Source: an optimization exercise on an open RTL-to-GDS flow (aim: small area and few clock cycles per item). Production flows keep margins and buffers that such runs may drop.
Function was checked by simulation only, so behaviour that the tests miss may differ from the original.

==> v16: inputs <==
==> flow/design.v (excerpt) <==
module mant_mult_foil_pipe
#(
  parameter int EW = 8,
  parameter int MW = 23,
  parameter int K  = 9
) (
  input  logic               clk,
  input  logic               rst,
  input  logic               in_valid,
  output logic               in_ready,
  input  logic [EW+MW-1:0]   a_operand,
  input  logic [EW+MW-1:0]   b_operand,
  input  logic               approx_en,
  output logic               out_valid,
  input  logic               out_ready,
  output logic               normalised,
  output logic [MW-1:0]      product_mantissa,
  output logic               round_carry
);
  localparam int PW = 2 * MW + 2;
  logic [MW-1:0] ma, mb, da, db;
  logic          ha, hb;
  assign ma = a_operand[MW-1:0];
  assign mb = b_operand[MW-1:0];
  assign ha = |a_operand[EW+MW-1:MW];
  assign hb = |b_operand[EW+MW-1:MW];
  drum_seg #(.MW(MW), .K(K)) u_seg_a (.approx(approx_en), .m(ma), .d(da));
  drum_seg #(.MW(MW), .K(K)) u_seg_b (.approx(approx_en), .m(mb), .d(db));
  logic [PW-1:0] p, sum_n, car_n;
  logic          norm, lsb, guard, sticky;
  mm_prod u_prod (.da(da), .db(db), .ma(ma), .mb(mb), .ha(ha), .hb(hb), .sum_n(sum_n), .car_n(car_n));
  always_comb begin
    p      = ~sum_n + ~car_n;
    norm   = p[PW-1];
    lsb    = norm ? p[MW+1] : p[MW];
    guard  = norm ? p[MW]   : p[MW-1];
  ...
export LEC_CHECK = 0
export CAP_MARGIN = 20
export CORE_MARGIN = 2
export CORE_UTILIZATION = 40
export SLEW_MARGIN = 20
export SYNTH_HIERARCHICAL = 1
export SYNTH_MINIMUM_KEEP_SIZE = 0
create_clock -name core_clock -period 12.0 [get_ports {clk}]
run.sh (not shown) runs the stock make flow with config.mk's settings and CLKGATE_MAP_FILE= SYNTH_SCRIPT=/design/flow/synth_recipe.tcl, a recipe that flattens the netlist after the stock synthesis.
==> v9 (differences from v16) <==
--- a/flow/design.v
+++ b/flow/design.v
@@ -510,36 +510,36 @@
   assign pb_20 = ~(ha & mb[20]);
   assign pa_21 = ~(hb & ma[21]);
   assign pb_21 = ~(ha & mb[21]);
   assign pa_22 = ~(hb & ma[22]);
   assign pb_22 = ~(ha & mb[22]);
   assign phh = ~(ha & hb);
-  mm_ha_n u_s1 (.a_n(bp_0_23), .b_n(bp_1_21), .s_n(s1), .c_n(c2));
+  mm_fa u_s1 (.a(bp_0_23), .b(bp_1_21), .c(1'b1), .s(s1), .co(c2));   
   mm_fa u_s3 (.a(bp_1_22), .b(bp_2_20), .c(bp_3_18), .s(s3), .co(c4));
   mm_fa u_s5 (.a(bp_1_23), .b(bp_2_21), .c(bp_3_19), .s(s5), .co(c6));
   mm_fa u_s7 (.a(bp_2_22), .b(bp_3_20), .c(bp_4_18), .s(s7), .co(c8));
   assign s9 = ~bp_2_23;
-  mm_ha_n u_s10 (.a_n(bp_0_16), .b_n(bp_1_14), .s_n(s10), .c_n(c11));
-  mm_ha_n u_s12 (.a_n(bp_0_17), .b_n(bp_1_15), .s_n(s12), .c_n(c13));
+  mm_fa u_s10 (.a(bp_0_16), .b(bp_1_14), .c(1'b1), .s(s10), .co(c11));   
+  mm_fa u_s12 (.a(bp_0_17), .b(bp_1_15), .c(1'b1), .s(s12), .co(c13));   
   mm_fa u_s14 (.a(bp_0_18), .b(bp_1_16), .c(bp_2_14), .s(s14), .co(c15));
-  mm_ha_n u_s16 (.a_n(bp_3_12), .b_n(bp_4_10), .s_n(s16), .c_n(c17));
+  mm_fa u_s16 (.a(bp_3_12), .b(bp_4_10), .c(1'b1), .s(s16), .co(c17));   
   mm_fa u_s18 (.a(bp_0_19), .b(bp_1_17), .c(bp_2_15), .s(s18), .co(c19));
-  mm_ha_n u_s20 (.a_n(bp_3_13), .b_n(bp_4_11), .s_n(s20), .c_n(c21));
+  mm_fa u_s20 (.a(bp_3_13), .b(bp_4_11), .c(1'b1), .s(s20), .co(c21));   
   mm_fa u_s22 (.a(bp_0_20), .b(bp_1_18), .c(bp_2_16), .s(s22), .co(c23));
   mm_fa u_s24 (.a(bp_3_14), .b(bp_4_12), .c(bp_5_10), .s(s24), .co(c25));
-  mm_ha_n u_s26 (.a_n(bp_6_8), .b_n(bp_7_6), .s_n(s26), .c_n(c27));
+  mm_fa u_s26 (.a(bp_6_8), .b(bp_7_6), .c(1'b1), .s(s26), .co(c27));   
   mm_fa u_s28 (.a(bp_0_21), .b(bp_1_19), .c(bp_2_17), .s(s28), .co(c29));
   mm_fa u_s30 (.a(bp_3_15), .b(bp_4_13), .c(bp_5_11), .s(s30), .co(c31));
-  mm_ha_n u_s32 (.a_n(bp_6_9), .b_n(bp_7_7), .s_n(s32), .c_n(c33));
+  mm_fa u_s32 (.a(bp_6_9), .b(bp_7_7), .c(1'b1), .s(s32), .co(c33));   
   mm_fa u_s34 (.a(bp_0_22), .b(bp_1_20), .c(bp_2_18), .s(s34), .co(c35));
   mm_fa u_s36 (.a(bp_3_16), .b(bp_4_14), .c(bp_5_12), .s(s36), .co(c37));
   mm_fa u_s38 (.a(bp_6_10), .b(bp_7_8), .c(bp_8_6), .s(s38), .co(c39));
   mm_fa u_s40 (.a(bp_2_19), .b(bp_3_17), .c(bp_4_15), .s(s40), .co(c41));
   mm_fa u_s42 (.a(bp_5_13), .b(bp_6_11), .c(bp_7_9), .s(s42), .co(c43));
   mm_fa u_s44 (.a(bp_8_7), .b(bp_9_5), .c(bp_10_3), .s(s44), .co(c45));
-  mm_ha_n u_s46 (.a_n(bp_11_1), .b_n(pa_0), .s_n(s46), .c_n(c47));
+  mm_fa u_s46 (.a(bp_11_1), .b(pa_0), .c(1'b1), .s(s46), .co(c47));   
   mm_fa u_s48 (.a(bp_4_16), .b(bp_5_14), .c(bp_6_12), .s(s48), .co(c49));
   mm_fa u_s50 (.a(bp_7_10), .b(bp_8_8), .c(bp_9_6), .s(s50), .co(c51));
   mm_fa u_s52 (.a(bp_10_4), .b(bp_11_2), .c(nneg0), .s(s52), .co(c53));
   mm_fa u_s54 (.a(pa_1), .b(pb_1), .c(c2), .s(s54), .co(c55));
   mm_fa u_s56 (.a(bp_4_17), .b(bp_5_15), .c(bp_6_13), .s(s56), .co(c57));
   mm_fa u_s58 (.a(bp_7_11), .b(bp_8_9), .c(bp_9_7), .s(s58), .co(c59));
@@ -557,37 +557,37 @@
   mm_fa u_s82 (.a(bp_6_16), .b(bp_7_14), .c(bp_8_12), .s(s82), .co(c83));
   mm_fa u_s84 (.a(bp_9_10), .b(bp_10_8), .c(bp_11_6), .s(s84), .co(c85));
   mm_fa u_s86 (.a(pneg2), .b(pa_5), .c(pb_5), .s(s86), .co(c87));
   mm_ha u_s88 (.a(bp_3_23), .b(bp_4_21), .s(s88), .co(c89));
   mm_fa u_s90 (.a(bp_5_19), .b(bp_6_17), .c(bp_7_15), .s(s90), .co(c91));
   mm_fa u_s92 (.a(bp_8_13), .b(bp_9_11), .c(bp_10_9), .s(s92), .co(c93));
-  mm_ha_n u_s94 (.a_n(bp_11_7), .b_n(pa_6), .s_n(s94), .c_n(c95));
+  mm_fa u_s94 (.a(bp_11_7), .b(pa_6), .c(1'b1), .s(s94), .co(c95));   
   mm_fa u_s96 (.a(bp_4_22), .b(bp_5_20), .c(bp_6_18), .s(s96), .co(c97));
   mm_fa u_s98 (.a(bp_7_16), .b(bp_8_14), .c(bp_9_12), .s(s98), .co(c99));
   mm_fa u_s100 (.a(bp_10_10), .b(bp_11_8), .c(pneg3), .s(s100), .co(c101));
   mm_ha u_s102 (.a(bp_4_23), .b(bp_5_21), .s(s102), .co(c103));
   mm_fa u_s104 (.a(bp_6_19), .b(bp_7_17), .c(bp_8_15), .s(s104), .co(c105));
-  mm_ha_n u_s106 (.a_n(bp_9_13), .b_n(bp_10_11), .s_n(s106), .c_n(c107));
+  mm_fa u_s106 (.a(bp_9_13), .b(bp_10_11), .c(1'b1), .s(s106), .co(c107));   
   mm_fa u_s108 (.a(bp_5_22), .b(bp_6_20), .c(bp_7_18), .s(s108), .co(c109));
   mm_fa u_s110 (.a(bp_8_16), .b(bp_9_14), .c(bp_10_12), .s(s110), .co(c111));
   mm_ha u_s112 (.a(bp_5_23), .b(bp_6_21), .s(s112), .co(c113));
-  mm_ha_n u_s114 (.a_n(bp_7_19), .b_n(bp_8_17), .s_n(s114), .c_n(c115));
+  mm_fa u_s114 (.a(bp_7_19), .b(bp_8_17), .c(1'b1), .s(s114), .co(c115));   
   mm_fa u_s116 (.a(bp_6_22), .b(bp_7_20), .c(bp_8_18), .s(s116), .co(c117));
   assign s118 = ~bp_6_23;
-  mm_ha_n u_s119 (.a_n(bp_0_10), .b_n(bp_1_8), .s_n(s119), .c_n(c120));
-  mm_ha_n u_s121 (.a_n(bp_0_11), .b_n(bp_1_9), .s_n(s121), .c_n(c122));
+  mm_fa u_s119 (.a(bp_0_10), .b(bp_1_8), .c(1'b1), .s(s119), .co(c120));   
+  mm_fa u_s121 (.a(bp_0_11), .b(bp_1_9), .c(1'b1), .s(s121), .co(c122));   
   mm_fa u_s123 (.a(bp_0_12), .b(bp_1_10), .c(bp_2_8), .s(s123), .co(c124));
-  mm_ha_n u_s125 (.a_n(bp_3_6), .b_n(bp_4_4), .s_n(s125), .c_n(c126));
+  mm_fa u_s125 (.a(bp_3_6), .b(bp_4_4), .c(1'b1), .s(s125), .co(c126));   
   mm_fa u_s127 (.a(bp_0_13), .b(bp_1_11), .c(bp_2_9), .s(s127), .co(c128));
-  mm_ha_n u_s129 (.a_n(bp_3_7), .b_n(bp_4_5), .s_n(s129), .c_n(c130));
+  mm_fa u_s129 (.a(bp_3_7), .b(bp_4_5), .c(1'b1), .s(s129), .co(c130));   
   mm_fa u_s131 (.a(bp_0_14), .b(bp_1_12), .c(bp_2_10), .s(s131), .co(c132));
   mm_fa u_s133 (.a(bp_3_8), .b(bp_4_6), .c(bp_5_4), .s(s133), .co(c134));
-  mm_ha_n u_s135 (.a_n(bp_6_2), .b_n(bp_7_0), .s_n(s135), .c_n(c136));
+  mm_fa u_s135 (.a(bp_6_2), .b(bp_7_0), .c(1'b1), .s(s135), .co(c136));   
   mm_fa u_s137 (.a(bp_0_15), .b(bp_1_13), .c(bp_2_11), .s(s137), .co(c138));
   mm_fa u_s139 (.a(bp_3_9), .b(bp_4_7), .c(bp_5_5), .s(s139), .co(c140));
-  mm_ha_n u_s141 (.a_n(bp_6_3), .b_n(bp_7_1), .s_n(s141), .c_n(c142));
+  mm_fa u_s141 (.a(bp_6_3), .b(bp_7_1), .c(1'b1), .s(s141), .co(c142));   
   mm_fa u_s143 (.a(bp_2_12), .b(bp_3_10), .c(bp_4_8), .s(s143), .co(c144));
   mm_fa u_s145 (.a(bp_5_6), .b(bp_6_4), .c(bp_7_2), .s(s145), .co(c146));
   mm_fa u_s147 (.a(bp_8_0), .b(nneg8), .c(s10), .s(s147), .co(c148));
   mm_fa u_s149 (.a(bp_2_13), .b(bp_3_11), .c(bp_4_9), .s(s149), .co(c150));
   mm_fa u_s151 (.a(bp_5_7), .b(bp_6_5), .c(bp_7_3), .s(s151), .co(c152));
   mm_fa u_s153 (.a(bp_8_1), .b(c11), .c(s12), .s(s153), .co(c154));
@@ -647,25 +647,25 @@
   mm_fa u_s261 (.a(pb_12), .b(c117), .c(s118), .s(s261), .co(c262));
   mm_fa u_s263 (.a(bp_7_22), .b(bp_8_20), .c(bp_9_18), .s(s263), .co(c264));
   mm_fa u_s265 (.a(bp_10_16), .b(bp_11_14), .c(pneg6), .s(s265), .co(c266));
   mm_fa u_s267 (.a(pa_13), .b(pb_13), .c(bp_6_23), .s(s267), .co(c268));
   mm_ha u_s269 (.a(bp_7_23), .b(bp_8_21), .s(s269), .co(c270));
   mm_fa u_s271 (.a(bp_9_19), .b(bp_10_17), .c(bp_11_15), .s(s271), .co(c272));
-  mm_ha_n u_s273 (.a_n(pa_14), .b_n(pb_14), .s_n(s273), .c_n(c274));
+  mm_fa u_s273 (.a(pa_14), .b(pb_14), .c(1'b1), .s(s273), .co(c274));   
   mm_fa u_s275 (.a(bp_8_22), .b(bp_9_20), .c(bp_10_18), .s(s275), .co(c276));
   mm_fa u_s277 (.a(bp_11_16), .b(pneg7), .c(pa_15), .s(s277), .co(c278));
   mm_ha u_s279 (.a(bp_8_23), .b(bp_9_21), .s(s279), .co(c280));
-  mm_ha_n u_s281 (.a_n(bp_10_19), .b_n(bp_11_17), .s_n(s281), .c_n(c282));
+  mm_fa u_s281 (.a(bp_10_19), .b(bp_11_17), .c(1'b1), .s(s281), .co(c282));   
   mm_fa u_s283 (.a(bp_9_22), .b(bp_10_20), .c(bp_11_18), .s(s283), .co(c284));
   assign s285 = ~bp_9_23;
-  mm_ha_n u_s286 (.a_n(bp_0_6), .b_n(bp_1_4), .s_n(s286), .c_n(c287));
-  mm_ha_n u_s288 (.a_n(bp_0_7), .b_n(bp_1_5), .s_n(s288), .c_n(c289));
+  mm_fa u_s286 (.a(bp_0_6), .b(bp_1_4), .c(1'b1), .s(s286), .co(c287));   
+  mm_fa u_s288 (.a(bp_0_7), .b(bp_1_5), .c(1'b1), .s(s288), .co(c289));   
   mm_fa u_s290 (.a(bp_0_8), .b(bp_1_6), .c(bp_2_4), .s(s290), .co(c291));
-  mm_ha_n u_s292 (.a_n(bp_3_2), .b_n(bp_4_0), .s_n(s292), .c_n(c293));
+  mm_fa u_s292 (.a(bp_3_2), .b(bp_4_0), .c(1'b1), .s(s292), .co(c293));   
   mm_fa u_s294 (.a(bp_0_9), .b(bp_1_7), .c(bp_2_5), .s(s294), .co(c295));
-  mm_ha_n u_s296 (.a_n(bp_3_3), .b_n(bp_4_1), .s_n(s296), .c_n(c297));
+  mm_fa u_s296 (.a(bp_3_3), .b(bp_4_1), .c(1'b1), .s(s296), .co(c297));   
   mm_fa u_s298 (.a(bp_2_6), .b(bp_3_4), .c(bp_4_2), .s(s298), .co(c299));
   mm_fa u_s300 (.a(bp_5_0), .b(nneg5), .c(s119), .s(s300), .co(c301));
   mm_fa u_s302 (.a(bp_2_7), .b(bp_3_5), .c(bp_4_3), .s(s302), .co(c303));
   mm_fa u_s304 (.a(bp_5_1), .b(c120), .c(s121), .s(s304), .co(c305));
   mm_fa u_s306 (.a(bp_5_2), .b(bp_6_0), .c(nneg6), .s(s306), .co(c307));
   mm_fa u_s308 (.a(c122), .b(s123), .c(s125), .s(s308), .co(c309));
@@ -727,17 +727,17 @@
   mm_fa u_s420 (.a(c280), .b(c282), .c(s283), .s(s420), .co(c421));
   mm_fa u_s422 (.a(bp_10_21), .b(bp_11_19), .c(pa_18), .s(s422), .co(c423));
   mm_fa u_s424 (.a(pb_18), .b(c284), .c(s285), .s(s424), .co(c425));
   mm_fa u_s426 (.a(bp_10_22), .b(bp_11_20), .c(pneg9), .s(s426), .co(c427));
   mm_fa u_s428 (.a(pa_19), .b(pb_19), .c(bp_9_23), .s(s428), .co(c429));
   mm_ha u_s430 (.a(bp_10_23), .b(bp_11_21), .s(s430), .co(c431));
-  mm_ha_n u_s432 (.a_n(pa_20), .b_n(pb_20), .s_n(s432), .c_n(c433));
+  mm_fa u_s432 (.a(pa_20), .b(pb_20), .c(1'b1), .s(s432), .co(c433));   
   mm_fa u_s434 (.a(bp_11_22), .b(pneg10), .c(pa_21), .s(s434), .co(c435));
   assign s436 = ~bp_11_23;
-  mm_ha_n u_s437 (.a_n(bp_0_4), .b_n(bp_1_2), .s_n(s437), .c_n(c438));
-  mm_ha_n u_s439 (.a_n(bp_0_5), .b_n(bp_1_3), .s_n(s439), .c_n(c440));
+  mm_fa u_s437 (.a(bp_0_4), .b(bp_1_2), .c(1'b1), .s(s437), .co(c438));   
+  mm_fa u_s439 (.a(bp_0_5), .b(bp_1_3), .c(1'b1), .s(s439), .co(c440));   
   mm_fa u_s441 (.a(bp_2_2), .b(bp_3_0), .c(nneg3), .s(s441), .co(c442));
   mm_fa u_s443 (.a(bp_2_3), .b(bp_3_1), .c(c287), .s(s443), .co(c444));
   mm_fa u_s445 (.a(nneg4), .b(c289), .c(s290), .s(s445), .co(c446));
   mm_fa u_s447 (.a(c291), .b(c293), .c(s294), .s(s447), .co(c448));
   mm_fa u_s449 (.a(c295), .b(c297), .c(s298), .s(s449), .co(c450));
   mm_fa u_s451 (.a(c299), .b(c301), .c(s302), .s(s451), .co(c452));
@@ -773,14 +773,14 @@
   mm_fa u_s511 (.a(c419), .b(c421), .c(s422), .s(s511), .co(c512));
   mm_fa u_s513 (.a(c423), .b(c425), .c(s426), .s(s513), .co(c514));
   mm_fa u_s515 (.a(c427), .b(c429), .c(s430), .s(s515), .co(c516));
   mm_fa u_s517 (.a(pb_21), .b(c431), .c(c433), .s(s517), .co(c518));
   mm_fa u_s519 (.a(pa_22), .b(pb_22), .c(c435), .s(s519), .co(c520));
   assign s521 = ~phh;
-  mm_ha_n u_s522 (.a_n(bp_0_2), .b_n(bp_1_0), .s_n(s522), .c_n(c523));
-  mm_ha_n u_s524 (.a_n(bp_0_3), .b_n(bp_1_1), .s_n(s524), .c_n(c525));
+  mm_fa u_s522 (.a(bp_0_2), .b(bp_1_0), .c(1'b1), .s(s522), .co(c523));   
+  mm_fa u_s524 (.a(bp_0_3), .b(bp_1_1), .c(1'b1), .s(s524), .co(c525));   
   mm_fa u_s526 (.a(bp_2_0), .b(nneg2), .c(s437), .s(s526), .co(c527));
   mm_fa u_s528 (.a(bp_2_1), .b(c438), .c(s439), .s(s528), .co(c529));
   mm_fa u_s530 (.a(s286), .b(c440), .c(s441), .s(s530), .co(c531));
   mm_fa u_s532 (.a(s288), .b(c442), .c(s443), .s(s532), .co(c533));
   mm_fa u_s534 (.a(s292), .b(c444), .c(s445), .s(s534), .co(c535));
   mm_fa u_s536 (.a(s296), .b(c446), .c(s447), .s(s536), .co(c537));
@@ -830,16 +830,12 @@
   assign co = (a & b) | (a & c) | (b & c);
 endmodule
 module mm_ha (input logic a, b, output logic s, co);
   assign s  = a ^ b;
   assign co = a & b;
 endmodule
-module mm_ha_n (input logic a_n, b_n, output logic s_n, c_n);
-  assign s_n = ~(a_n ^ b_n);
-  assign c_n = a_n | b_n;
-endmodule
 module mant_mult_foil_pipe
 #(
   parameter int EW = 8,
   parameter int MW = 23,
   parameter int K  = 9
 ) (
@@ -862,17 +858,18 @@
   assign ma = a_operand[MW-1:0];
   assign mb = b_operand[MW-1:0];
   assign ha = |a_operand[EW+MW-1:MW];
   assign hb = |b_operand[EW+MW-1:MW];
   drum_seg #(.MW(MW), .K(K)) u_seg_a (.approx(approx_en), .m(ma), .d(da));
   drum_seg #(.MW(MW), .K(K)) u_seg_b (.approx(approx_en), .m(mb), .d(db));
-  logic [PW-1:0] p, sum_n, car_n;
+  logic [PW-1:0] p, p_n, sum_n, car_n;
   logic          norm, lsb, guard, sticky;
   mm_prod u_prod (.da(da), .db(db), .ma(ma), .mb(mb), .ha(ha), .hb(hb), .sum_n(sum_n), .car_n(car_n));
+  mm_add #(.W(PW)) u_add (.a(sum_n), .b(car_n), .cin(1'b1), .s(p_n));
   always_comb begin
-    p      = ~sum_n + ~car_n;
+    p      = ~p_n;
     norm   = p[PW-1];
     lsb    = norm ? p[MW+1] : p[MW];
     guard  = norm ? p[MW]   : p[MW-1];
     sticky = norm ? |p[MW-1:0] : |p[MW-2:0];
   end
   logic          r_norm, r_up;
@@ -893,6 +890,36 @@
   end
   logic [MW-1:0] mant;
   assign mant = r_norm ? r_top[MW:1] : r_top[MW-1:0];
   assign normalised = r_norm;
   assign {round_carry, product_mantissa} = {1'b0, mant} + (MW+1)'(r_up);
 endmodule
+module mm_add #(
+  parameter int W = 48
+) (
+  input  logic [W-1:0] a, b,
+  input  logic         cin,
+  output logic [W-1:0] s
+);
+  logic [W-1:0] g, p, gc, pc;
+  always_comb begin
+    g  = a & b;
+    p  = a ^ b;
+    gc = g;
+    pc = p;
+    gc[0] = g[0] | (p[0] & cin);
+    for (int d = 1; d < W; d = d * 2) begin
+      for (int i = 2 * d - 1; i < W; i = i + 2 * d) begin
+        gc[i] = gc[i] | (pc[i] & gc[i-d]);
+        pc[i] = pc[i] & pc[i-d];
+      end
+    end
+    for (int d = (1 << ($clog2(W) - 1)) / 2; d >= 1; d = d / 2) begin
+      for (int i = 3 * d - 1; i < W; i = i + 2 * d) begin
+        gc[i] = gc[i] | (pc[i] & gc[i-d]);
+        pc[i] = pc[i] & pc[i-d];
+      end
+    end
+    s[0] = p[0] ^ cin;
+    for (int i = 1; i < W; i++) s[i] = p[i] ^ gc[i-1];
+  end
+endmodule
==> flow/flow/run.sh (new file) <==
#!/bin/bash
# Standard layout, with the port buffers inserted as the smallest buffer
# (the resizer still upsizes or buffers them where timing or slew needs it).
cp standard.sh standard_sh.txt
export BUFFER_PORTS_ARGS="-buffer_cell sky130_fd_sc_hd__buf_1"
bash standard.sh > standard.log 2>&1
==> flow/standard.sh (new file) <==
#!/bin/bash
# synth_recipe.tcl (not shown) runs the flow's synth.tcl, then flattens the netlist and writes it again
# the make line also repeats each setting of config.mk as NAME=value (left out here)
make -C /OpenROAD-flow-scripts/flow DESIGN_CONFIG=/design/flow/config.mk WORK_HOME=/design/flow/orfs CLKGATE_MAP_FILE= SYNTH_SCRIPT=/design/flow/synth_recipe.tcl "${@:-finish}"
removed: flow/run.sh
==> impl_metrics.csv <==
group,metric,value,unit
place,pre_cts_slack,902,ps
route,wl_met2,24600,um
status,outcome,"complete, no violations",
place,placed_area,17600,um^2
floorplanning,floorplan.die.width,214,um
sta,whs,776,ps
[end of results for v9]
==> impl_metrics.csv <==
group,metric,value,unit
status,outcome,"complete, no violations",
worst_setup_path,critical_r2r_launch,"out_valid",
layout,nonClkBufAreaFrac,6.90,%
run,max_cap_viol_count,0,
place,pre_cts_slack,1180,ps
place,placed_area,19100,um^2
yosys,yosys-mux-area-fraction,1.21,%
route,wl_met2,25900,um
sta,whs,928,ps
[end of results for v16]
Testbench counts of v16, summed over its fixed seeds: cycles 16,008, items 16,000.
Testbench counts of v9, summed over its fixed seeds: cycles 16,008, items 16,000.

==> re-timing with driven ports <==
No port has a modelled driver above. Below, the same layouts with a new extraction and two added sets of constraints.
Step 1 assumes that a clkbuf_16 drives the clock port and a buf_2 every other input.
Step 2 times the ports against the registers' clock, not the clock port: input delays grow and output delays shrink by t, the midpoint of the rising clock arrivals with the driver on.
Three values: ideal, step 1, step 2; two values: the first two.
run	shift t [ns]	slack for setup (ns)	worst data-port slew with drivers (ns)	cell pins on the clock port's net
v16	0.288	1.350 / 1.354 / 1.066	0.10	1
v9	0.289	1.225 / 1.235 / 0.945	0.04	1
After both steps every run listed still meets setup and hold. The setup slack of v16, which loses most, moves by +0.004 ns with the drivers and by -0.284 ns with both steps.
